This is an optimization exercise on Yosys and OpenROAD, whose aim is small area, a short achievable clock period and few clock cycles per item, not a production implementation. Function was checked by simulation only, so behaviour that the tests miss may differ from the original. Power figures rest on the tool's default switching activity, not on a simulated workload.

[design/flow/design.v]
package stb_pkg;
  localparam int NUM_TIMERS_DEF = 8;
  localparam int NUM_TIMERS_MAX = 16;
  localparam int MAX_REPORTS    = 8;
  localparam int SVC_W          = $clog2(MAX_REPORTS);
  localparam int ACTION_W = 3;
  localparam int INDEX_W  = 4;
  localparam int TICK_W   = 32;
  localparam int STATUS_W = 3;
  typedef enum logic [ACTION_W-1:0] {
    ACT_TICK    = 3'd0,
    ACT_ALLOC   = 3'd1,
    ACT_START   = 3'd2,
    ACT_STOP    = 3'd3,
    ACT_RELEASE = 3'd4,
    ACT_SERVICE = 3'd5,
    ACT_QUERY   = 3'd6
  } action_t;
  typedef enum logic [STATUS_W-1:0] {
    ST_DONE      = 3'd0,
    ST_FULL      = 3'd1,
    ST_BAD_INDEX = 3'd2,
    ST_EXPIRY    = 3'd3,
    ST_NONE      = 3'd4
  } status_t;
  typedef enum logic [2:0] {
    S_IDLE,
    S_DECODE,
    S_SCAN,
    S_RESP,
    S_SERVICE,
    S_EMIT
  } state_t;
  typedef struct packed {
    logic rd_en;
    logic wr_en;
  } ram_ctl_t;
endpackage
module stb_entry_store #(
  parameter int NUM_TIMERS = stb_pkg::NUM_TIMERS_DEF,
  localparam int IDX_W = (NUM_TIMERS > 1) ? $clog2(NUM_TIMERS) : 1
) (
  input  logic                      clk,
  input  logic                      rst,
  input  stb_pkg::ram_ctl_t         ctl,
  input  logic [IDX_W-1:0]          rd_addr,
  input  logic [IDX_W-1:0]          wr_addr,
  input  logic [stb_pkg::TICK_W-1:0] wr_period,
  input  logic [stb_pkg::TICK_W-1:0] wr_deadline,
  output logic [stb_pkg::TICK_W-1:0] rd_period,
  output logic [stb_pkg::TICK_W-1:0] rd_deadline
);
  logic [2*stb_pkg::TICK_W-1:0]  mem [NUM_TIMERS];
  logic [NUM_TIMERS-1:0] written;
  logic [2*stb_pkg::TICK_W-1:0]  rd_data;
  logic                 rd_written;
  always_ff @(posedge clk) begin
    if (rst) begin
      written <= '0;
    end else if (ctl.wr_en) begin
      written[wr_addr] <= 1'b1;
    end
  end
  always_ff @(posedge clk) begin
    if (ctl.wr_en) begin
      mem[wr_addr] <= {wr_period, wr_deadline};
    end
    if (ctl.rd_en) begin
      rd_data    <= mem[rd_addr];
      rd_written <= written[rd_addr];
    end
  end
  assign rd_period   = rd_written ? rd_data[2*stb_pkg::TICK_W-1:stb_pkg::TICK_W] : '0;
  assign rd_deadline = rd_written ? rd_data[stb_pkg::TICK_W-1:0]        : '0;
endmodule
module software_timer_bank #(
  parameter int NUM_TIMERS = stb_pkg::NUM_TIMERS_DEF
) (
  input  logic                          clk,
  input  logic                          rst,
  input  logic                          in_valid,
  output logic                          in_stall,
  input  logic [stb_pkg::ACTION_W-1:0]  action,
  input  logic [stb_pkg::INDEX_W-1:0]   timer_index,
  input  logic [stb_pkg::TICK_W-1:0]    period,
  input  logic                          periodic,
  output logic                          out_valid,
  input  logic                          out_stall,
  output logic [stb_pkg::STATUS_W-1:0]  status,
  output logic [stb_pkg::INDEX_W-1:0]   result_index,
  output logic [stb_pkg::TICK_W-1:0]    elapsed_ticks,
  output logic                          last
);
  localparam int IDX_W = (NUM_TIMERS > 1) ? $clog2(NUM_TIMERS) : 1;
  localparam logic [stb_pkg::INDEX_W:0] SLOT_LIMIT = (stb_pkg::INDEX_W+1)'(NUM_TIMERS);
  stb_pkg::state_t state;
  stb_pkg::state_t state_next;
  stb_pkg::action_t               act_q;
  logic [stb_pkg::INDEX_W-1:0]    idx_q;
  logic [stb_pkg::TICK_W-1:0]     per_q;
  logic                  peri_q;
  logic [stb_pkg::TICK_W-1:0]     tick_count;
  logic [NUM_TIMERS-1:0] in_use, running, auto_reload, expired;
  logic [IDX_W-1:0]      scan_idx;
  logic [stb_pkg::SVC_W-1:0]      svc_cnt;
  logic                  rd_vld;
  logic [IDX_W-1:0]      rd_slot;
  stb_pkg::status_t               res_status;
  logic [stb_pkg::INDEX_W-1:0]    res_index;
  logic [stb_pkg::TICK_W-1:0]     res_elapsed;
  stb_pkg::status_t               out_status;
  logic [stb_pkg::INDEX_W-1:0]    out_index;
  logic [stb_pkg::TICK_W-1:0]     out_elapsed;
  logic                  out_last;
  stb_pkg::ram_ctl_t              ram_ctl;
  logic [IDX_W-1:0]      rd_addr, wr_addr;
  logic [stb_pkg::TICK_W-1:0]     wr_period, wr_deadline;
  logic [stb_pkg::TICK_W-1:0]     rd_period, rd_deadline;
  logic                  out_free;
  logic                  idx_ok;
  logic [IDX_W-1:0]      idx_slot;
  logic                  any_free;
  logic [IDX_W-1:0]      free_slot;
  logic [IDX_W-1:0]      exp_slot;
  logic [NUM_TIMERS-1:0] exp_rest;
  logic                  svc_last;
  logic [stb_pkg::TICK_W-1:0]     reload_sum;
  logic [stb_pkg::TICK_W-1:0]     elapsed_calc;
  logic                  tick_hit;
  stb_entry_store #(.NUM_TIMERS(NUM_TIMERS)) u_store (
    .clk         (clk),
    .rst         (rst),
    .ctl         (ram_ctl),
    .rd_addr     (rd_addr),
    .wr_addr     (wr_addr),
    .wr_period   (wr_period),
    .wr_deadline (wr_deadline),
    .rd_period   (rd_period),
    .rd_deadline (rd_deadline)
  );
  assign out_free = !out_valid || !out_stall;
  assign idx_ok   = ({1'b0, idx_q} < SLOT_LIMIT);
  assign idx_slot = idx_q[IDX_W-1:0];
  always_comb begin
    any_free  = 1'b0;
    free_slot = '0;
    for (int i = NUM_TIMERS - 1; i >= 0; i--) begin
      if (!in_use[i]) begin
        any_free  = 1'b1;
        free_slot = IDX_W'(i);
      end
    end
  end
  always_comb begin
    exp_slot = '0;
    for (int i = NUM_TIMERS - 1; i >= 0; i--) begin
      if (expired[i]) begin
        exp_slot = IDX_W'(i);
      end
    end
    exp_rest = expired & ~(NUM_TIMERS'(1) << exp_slot);
    svc_last = (exp_rest == '0) || (svc_cnt == stb_pkg::SVC_W'(stb_pkg::MAX_REPORTS - 1));
  end
  assign reload_sum   = tick_count + rd_period;
  assign elapsed_calc = (tick_count < rd_deadline) ?
                        (rd_period + tick_count - rd_deadline) : '0;
  assign tick_hit     = rd_vld && (act_q == stb_pkg::ACT_TICK) && running[rd_slot] &&
                        (rd_deadline == tick_count);
  always_comb begin
    state_next = state;
    unique case (state)
      stb_pkg::S_IDLE: begin
        if (in_valid) state_next = stb_pkg::S_DECODE;
      end
      stb_pkg::S_DECODE: begin
        unique case (act_q)
          stb_pkg::ACT_TICK:    state_next = stb_pkg::S_SCAN;
          stb_pkg::ACT_START:   state_next = (idx_ok && in_use[idx_slot]) ? stb_pkg::S_RESP : stb_pkg::S_EMIT;
          stb_pkg::ACT_QUERY:   state_next = idx_ok ? stb_pkg::S_RESP : stb_pkg::S_EMIT;
          stb_pkg::ACT_SERVICE: state_next = (|expired) ? stb_pkg::S_SERVICE : stb_pkg::S_EMIT;
          default:     state_next = stb_pkg::S_EMIT;
        endcase
      end
      stb_pkg::S_SCAN: begin
        if (scan_idx == IDX_W'(NUM_TIMERS - 1)) state_next = stb_pkg::S_RESP;
      end
      stb_pkg::S_RESP: state_next = stb_pkg::S_EMIT;
      stb_pkg::S_SERVICE: begin
        if (out_free && svc_last) state_next = stb_pkg::S_IDLE;
      end
      stb_pkg::S_EMIT: begin
        if (out_free) state_next = stb_pkg::S_IDLE;
      end
      default: state_next = stb_pkg::S_IDLE;
    endcase
  end
  always_comb begin
    in_stall    = (state != stb_pkg::S_IDLE);
    ram_ctl     = '0;
    rd_addr     = '0;
    wr_addr     = rd_slot;
    wr_period   = rd_period;
    wr_deadline = reload_sum;
    unique case (state)
      stb_pkg::S_DECODE: begin
        if (act_q == stb_pkg::ACT_ALLOC && any_free) begin
          ram_ctl.wr_en = 1'b1;
          wr_addr       = free_slot;
          wr_period     = per_q;
          wr_deadline   = '0;
        end else if ((act_q == stb_pkg::ACT_START && idx_ok && in_use[idx_slot]) ||
                     (act_q == stb_pkg::ACT_QUERY && idx_ok)) begin
          ram_ctl.rd_en = 1'b1;
          rd_addr       = idx_slot;
        end
      end
      stb_pkg::S_SCAN: begin
        ram_ctl.rd_en = 1'b1;
        rd_addr       = scan_idx;
      end
      stb_pkg::S_RESP: begin
        if (act_q == stb_pkg::ACT_START) ram_ctl.wr_en = 1'b1;
      end
      default: ;
    endcase
    if (tick_hit && auto_reload[rd_slot]) ram_ctl.wr_en = 1'b1;
  end
  always_ff @(posedge clk) begin
    if (rst) begin
      state       <= stb_pkg::S_IDLE;
      tick_count  <= '0;
      in_use      <= '0;
      running     <= '0;
      auto_reload <= '0;
      expired     <= '0;
      out_valid   <= 1'b0;
      rd_vld      <= 1'b0;
      scan_idx    <= '0;
      svc_cnt     <= '0;
    end else begin
      state  <= state_next;
      rd_vld <= ram_ctl.rd_en;
      if (out_free && (state == stb_pkg::S_SERVICE || state == stb_pkg::S_EMIT)) begin
        out_valid <= 1'b1;
      end else if (!out_stall) begin
        out_valid <= 1'b0;
      end
      unique case (state)
        stb_pkg::S_DECODE: begin
          scan_idx <= '0;
          svc_cnt  <= '0;
          unique case (act_q)
            stb_pkg::ACT_TICK: tick_count <= tick_count + 1'b1;
            stb_pkg::ACT_ALLOC: begin
              if (any_free) begin
                in_use[free_slot]      <= 1'b1;
                running[free_slot]     <= 1'b0;
                expired[free_slot]     <= 1'b0;
                auto_reload[free_slot] <= peri_q;
              end
            end
            stb_pkg::ACT_STOP: begin
              if (idx_ok) running[idx_slot] <= 1'b0;
            end
            stb_pkg::ACT_RELEASE: begin
              if (idx_ok) begin
                in_use[idx_slot]      <= 1'b0;
                running[idx_slot]     <= 1'b0;
                auto_reload[idx_slot] <= 1'b0;
                expired[idx_slot]     <= 1'b0;
              end
            end
            default: ;
          endcase
        end
        stb_pkg::S_SCAN: scan_idx <= scan_idx + 1'b1;
        stb_pkg::S_RESP: begin
          if (act_q == stb_pkg::ACT_START) running[rd_slot] <= 1'b1;
        end
        stb_pkg::S_SERVICE: begin
          if (out_free) begin
            expired[exp_slot] <= 1'b0;
            if (!auto_reload[exp_slot]) running[exp_slot] <= 1'b0;
            svc_cnt           <= svc_cnt + 1'b1;
          end
        end
        default: ;
      endcase
      if (tick_hit) expired[rd_slot] <= 1'b1;
    end
  end
  always_ff @(posedge clk) begin
    if (in_valid && !in_stall) begin
      act_q  <= stb_pkg::action_t'(action);
      idx_q  <= timer_index;
      per_q  <= period;
      peri_q <= periodic;
    end
    rd_slot <= rd_addr;
    unique case (state)
      stb_pkg::S_DECODE: begin
        res_index   <= (act_q == stb_pkg::ACT_ALLOC && any_free) ? stb_pkg::INDEX_W'(free_slot) : '0;
        res_elapsed <= '0;
        unique case (act_q)
          stb_pkg::ACT_ALLOC:   res_status <= any_free ? stb_pkg::ST_DONE : stb_pkg::ST_FULL;
          stb_pkg::ACT_START:   res_status <= (idx_ok && in_use[idx_slot]) ? stb_pkg::ST_DONE : stb_pkg::ST_BAD_INDEX;
          stb_pkg::ACT_STOP,
          stb_pkg::ACT_RELEASE,
          stb_pkg::ACT_QUERY:   res_status <= idx_ok ? stb_pkg::ST_DONE : stb_pkg::ST_BAD_INDEX;
          stb_pkg::ACT_SERVICE: res_status <= stb_pkg::ST_NONE;
          default:     res_status <= stb_pkg::ST_DONE;
        endcase
      end
      stb_pkg::S_RESP: begin
        if (act_q == stb_pkg::ACT_QUERY) res_elapsed <= elapsed_calc;
      end
      stb_pkg::S_SERVICE: begin
        if (out_free) begin
          out_status  <= stb_pkg::ST_EXPIRY;
          out_index   <= stb_pkg::INDEX_W'(exp_slot);
          out_elapsed <= '0;
          out_last    <= svc_last;
        end
      end
      stb_pkg::S_EMIT: begin
        if (out_free) begin
          out_status  <= res_status;
          out_index   <= res_index;
          out_elapsed <= res_elapsed;
          out_last    <= 1'b1;
        end
      end
      default: ;
    endcase
  end
  assign status        = out_status;
  assign result_index  = out_index;
  assign elapsed_ticks = out_elapsed;
  assign last          = out_last;
endmodule
[design/flow/config.mk]
export PLATFORM = sky130hd
export DESIGN_NAME = software_timer_bank
export DESIGN_NICKNAME = software_timer_bank
export VERILOG_FILES = /design/flow/design.v
export SDC_FILE = /design/flow/constraint.sdc
export NUM_CORES = 4
export LEC_CHECK = 0
export CAP_MARGIN = 20
export CORE_MARGIN = 2
export CORE_UTILIZATION = 40
export PLACE_DENSITY = 0.6
export SLEW_MARGIN = 20
[design/flow/constraint.sdc]
create_clock -name core_clock -period 8.0 [get_ports {clk}]
set_input_delay 1.6000 -clock core_clock [delete_from_list [all_inputs] [get_ports {clk}]]
set_output_delay 1.6000 -clock core_clock [all_outputs]
set_load 0.01 [all_outputs]
[design/flow/run.sh]
#!/bin/bash
# synth_recipe.tcl (not shown) runs the flow's synth.tcl, then flattens the netlist and writes it again
# the make line also repeats each setting of config.mk as NAME=value (left out here)
make -C /OpenROAD-flow-scripts/flow DESIGN_CONFIG=/design/flow/config.mk WORK_HOME=/design/flow/orfs CLKGATE_MAP_FILE= SYNTH_SCRIPT=/design/flow/synth_recipe.tcl finish
==> flow_metrics.env <==
export IMPL_end_kind="flop"
export IMPL_skew_ps=38.7
export IMPL_p_leak_nw=14.9
export IMPL_layout_drive_gt1_share=0.0714
export IMPL_core_area_um2=89600
export IMPL_start_util=0.402
export IMPL_power_frac_clock=0.432
export IMPL_htree_levels=3
export IMPL_fin_ws_ps=1790
export IMPL_critPathTopFamily="compound AO/OA/AOI/OAI gates"
export IMPL_grt_pass1_wl_mm=143
export IMPL_holdPathStages=2
export IMPL_drtIter0Drc=2021
export IMPL_vias_per_cell=5.43
export IMPL_combinationalPowerShare=0.049
export IMPL_cts_tree="done"
export IMPL_maxCapViolCount=0
export IMPL_die_w_um=304
export IMPL_cp_max_fo=63
export IMPL_grt_usage=0.199
export IMPL_layout_min_cycle_time_ps=6210
export IMPL_regArea_um2=22600
export IMPL_power_frac_seq=0.519
export IMPL_rsz0062_at_grt="no"
export IMPL_clock_latency_ps=650
export IMPL_syn_avg_cell_area_um2=11.2
export IMPL_synthTopCellsByCount="nand2_1 (732), edfxtp_1 (694), nand3_1 (358), nor2_1 (175), clkbuf_1 (149)"
export IMPL_hold_violations=0
export IMPL_rr_worst_depth=22
export IMPL_status="finished clean"
export IMPL_synth_ff_type="edfxtp_1"
export IMPL_nets=3414
export IMPL_path_clk_slew_ps=60
export IMPL_cp_startpoint="u_store.rd_written"
export IMPL_drcViolationCount=0
export IMPL_syn_area_um2=36000
export IMPL_peakVddDrop_mv=0.139
export IMPL_r2r_start="u_store.rd_written"
export IMPL_grt_ovfl_total=0
export IMPL_drtPass1Iterations=5
export IMPL_rows=110
export IMPL_switchingPower_w=0.00190
export IMPL_die_h_um=304
export IMPL_place_ws_ps=1870
export IMPL_io_buffers=84
export IMPL_multi_input_area_um2=12800
export IMPL_postRouteAntennaNets=0
export IMPL_yosysSeqAreaShare=0.627
export IMPL_grt_max_degree=132
export IMPL_cts_resized=0
export IMPL_synthTopCellsByArea="edfxtp_1 (58%), nand2_1 (7.6%), nand3_1 (5.0%)"
export IMPL_slew_headroom=0.294
export IMPL_switching_share=0.218
export IMPL_crit_required_ps=8390
export IMPL_dpl_hpwl_mm=57.3
export IMPL_period_share=0.776
export IMPL_cpPeakStageDelay_ps=620
export IMPL_crit_path_cell_trace="buf_4 > and2_1 > ha_1 > o21ai_0 > o21a_1 > o21bai_1 > a21oi_1 > o21bai_1 > a21oi_1 > xnor2_1 > ha_1 > a21o_1 > a221oi_1 > o21ai_0 > a221oi_1 > o21ai_0 > a41oi_1 > o31a_1 > o31a_1 > a31oi_1 > xnor2_1 > mux2_1"
export IMPL_nFillCells=8087
export IMPL_post_cts_buffers=0
export IMPL_powerDensity_nw_per_um2=214
export IMPL_cts_root_buf="clkbuf_16"
export IMPL_crit_arrival_ps=6600
export IMPL_tightest_slew_ps=1060
export IMPL_synth_top_area_frac=0.579
export IMPL_cts_sinks=780
export IMPL_drt_wl_total_mm=93.0
export IMPL_antenna_found_initial=0
export IMPL_dieArea_um2=92400
export IMPL_yosysUniqueCellTypes=85
export IMPL_crit_top_cell="o21ai_0"
export IMPL_io_pins=86
export IMPL_antenna_cells=0
export IMPL_ctsLongestPathBuffers=3
export IMPL_routedWlPerCell_um=20.7
export IMPL_critPathSlowestCell="buf_4"
export IMPL_final_area_um2=40800
export IMPL_syn_nets=3375
export IMPL_grt_pass1_vias=23600
export IMPL_gp_congestion=0.930
export IMPL_dpl_cell_area_um2=38200
export IMPL_synth_largest_area_cell="edfxtp_1"
export IMPL_areaGrowthSynthToFinish_pct=13.5
export IMPL_synthArstFlopShare=0
export IMPL_cp_buffers_inverters=1
export IMPL_cts_buffers_inserted=80
export IMPL_worst_hold_path_type="reg -> reg"
export IMPL_crit_path_start_kind="flop"
export IMPL_synthCells=3212
export IMPL_postCtsHoldBufs=0
export IMPL_p_int_w=0.00682
export IMPL_final_setup_viol_count=0
export IMPL_num_vias=24400
export IMPL_crit_type="reg -> reg"
export IMPL_synth_edf_count=694
export IMPL_yosys_warnings=2
export IMPL_synthMostInstantiatedCell="nand2_1"
export IMPL_fmaxAchievable_mhz=161
export IMPL_ys_ff_latch=780
export IMPL_maxSlewViolCount=0
export IMPL_critical_path_depth=22
export IMPL_worstHoldStart="u_store.written[5]"
## metrics by stage
step,total power [W],setup TNS [ps],hold slack (ps),cells,utilization
global placement,0.00504,0,447,4343,0.426
global route,0.00900,0,493,4494,0.456
finish,0.00872,0,469,4494,0.456
CTS,0.00879,0,471,4492,0.456
floorplan,0.00486,-164020,437,3212,-
detailed placement,0.00504,0,459,4343,0.426
## worst reg2reg max path, stage by stage, from the launching register on
cell and delay, ps:
edfxtp_1 360, buf_4 620, and2_1 250, ha_1 270
o21ai_0 140, o21a_1 250, o21bai_1 130, a21oi_1 240
o21bai_1 90, a21oi_1 180, xnor2_1 190, ha_1 340
a21o_1 220, a221oi_1 390, o21ai_0 170, a221oi_1 420
o21ai_0 250, a41oi_1 480, o31a_1 210, o31a_1 180
a31oi_1 110, xnor2_1 170, mux2_1 330
## registers in the layout, summed over array words and instances (netlist names), 3 cells and up
name / count
u_store.mem: 512
u_store.rd_data: 64
out_elapsed: 32
per_q: 32
res_elapsed: 32
tick_count: 32
auto_reload: 8
expired: 8
in_use: 8
running: 8
u_store.written: 8
idx_q: 4
act_q: 3
out_index: 3
out_status: 3
rd_slot: 3
res_index: 3
res_status: 3
scan_idx: 3
state: 3
svc_cnt: 3
## cells by family after synthesis
| group | synth area share |
|---|---|
| AO/OA/AOI/OAI | 0.0741 |
| XOR/XNOR | 0.0263 |
| adder cells (fa/ha/maj) | 0.0418 |
| buffers and inverters | 0.0219 |
| flip-flops | 0.627 |
| multiplexers | 0.0192 |
| other | 0.000104 |
| AND/OR/NAND/NOR | 0.190 |
## worst paths after layout
| check | slack (ps) | to |
|---|---|---|
| worst min-delay path | 470 | u_store.written[5] |
| worst max-delay path | 1790 | res_elapsed[31] |
| worst min register to register | 470 | u_store.written[5] |
| worst max register to register | 1790 | res_elapsed[31] |
## power by group through the flow
stage | sequential [W] | clock, W | combinational, W
after floorplan | 0.00460 | 0 | 0.000257
after global placement | 0.00462 | 0 | 0.000420
after detailed placement | 0.00462 | 0 | 0.000423
after CTS | 0.00453 | 0.00383 | 0.000425
after global routing | 0.00453 | 0.00400 | 0.000466
final | 0.00453 | 0.00377 | 0.000427
## final cells by class
cell class / instances / area share
Sequential cell: 780 / 0.552
Multi-Input combinational cell: 2224 / 0.313
Clock buffer: 100 / 0.0526
Tap cell: 1176 / 0.0360
Timing Repair Buffer: 123 / 0.0303
Clock inverter: 49 / 0.0121
Inverter: 42 / 0.00410
## metal layers
| layer | track usage | wire length, µm | vias to the layer above |
|---|---|---|---|
| met3 | 0.0247 | 4540 | 121 |
| met5 | 0 | 0 | - |
| met2 | 0.333 | 44900 | 660 |
| li1 | - | - | 11700 |
| met1 | 0.271 | 41500 | 12000 |
| met4 | 0.0574 | 2100 | 0 |
## placed cells by master (no fill, tap or decap), types with 7 or more instances in the layout
master | Yosys | final
bufinv_16 | 0 | 8
a21oi_1 | 124 | 122
nand3_1 | 358 | 357
buf_4 | 1 | 31
xnor2_1 | 46 | 46
dfxtp_1 | 86 | 86
clkinv_2 | 0 | 16
buf_12 | 0 | 7
a211oi_1 | 15 | 15
mux4_2 | 7 | 7
a22oi_1 | 15 | 13
nand4_1 | 21 | 21
o21a_1 | 18 | 18
clkbuf_16 | 0 | 82
and3_1 | 55 | 55
ha_1 | 117 | 117
clkbuf_1 | 149 | 15
o21bai_1 | 14 | 14
a31oi_1 | 8 | 8
xor2_1 | 43 | 43
and2_1 | 71 | 71
clkinv_1 | 1 | 15
nor3_1 | 29 | 25
nor2_1 | 175 | 170
edfxtp_1 | 694 | 694
mux2i_1 | 14 | 14
nand2b_1 | 17 | 17
o21ai_0 | 126 | 125
nor2b_1 | 16 | 15
a21o_1 | 31 | 31
inv_1 | 40 | 40
or3_1 | 15 | 15
o211ai_1 | 13 | 13
clkdlybuf4s50_1 | 0 | 83
nand2_1 | 732 | 732
mux2_2 | 34 | 34
Testbench counts, summed over its fixed seeds: cycles 76,799, items 12,000.

## port drivers added, routing unchanged
The results above use ideal ports. As a check the final layout listed here was re-extracted and re-timed, cells and wires unchanged.
Step 1 sets driving cells, clkbuf_16 on the clock port and buf_2 on the other inputs (assumed; they add their load-dependent delay and slew).
Step 2 also shifts input and output timing later by t, the mid clock arrival at the registers, as if the neighbouring blocks saw the same clock.
Slacks: ideal / step 1 / step 2; pairs: ideal / step 1.
t, ns: 0.695
slack for setup (ns): 1.790 / 1.790 / 1.790
hold slack, ns: 0.469 / 0.469 / 0.469
latest minus earliest clock arrival (ns): 0.038 / 0.039
worst data-port slew with drivers (ns): 0.06
After both steps setup and hold are still met in this run. The setup slack of this run moves by 0.000 ns with the drivers and by 0.000 ns with both steps.
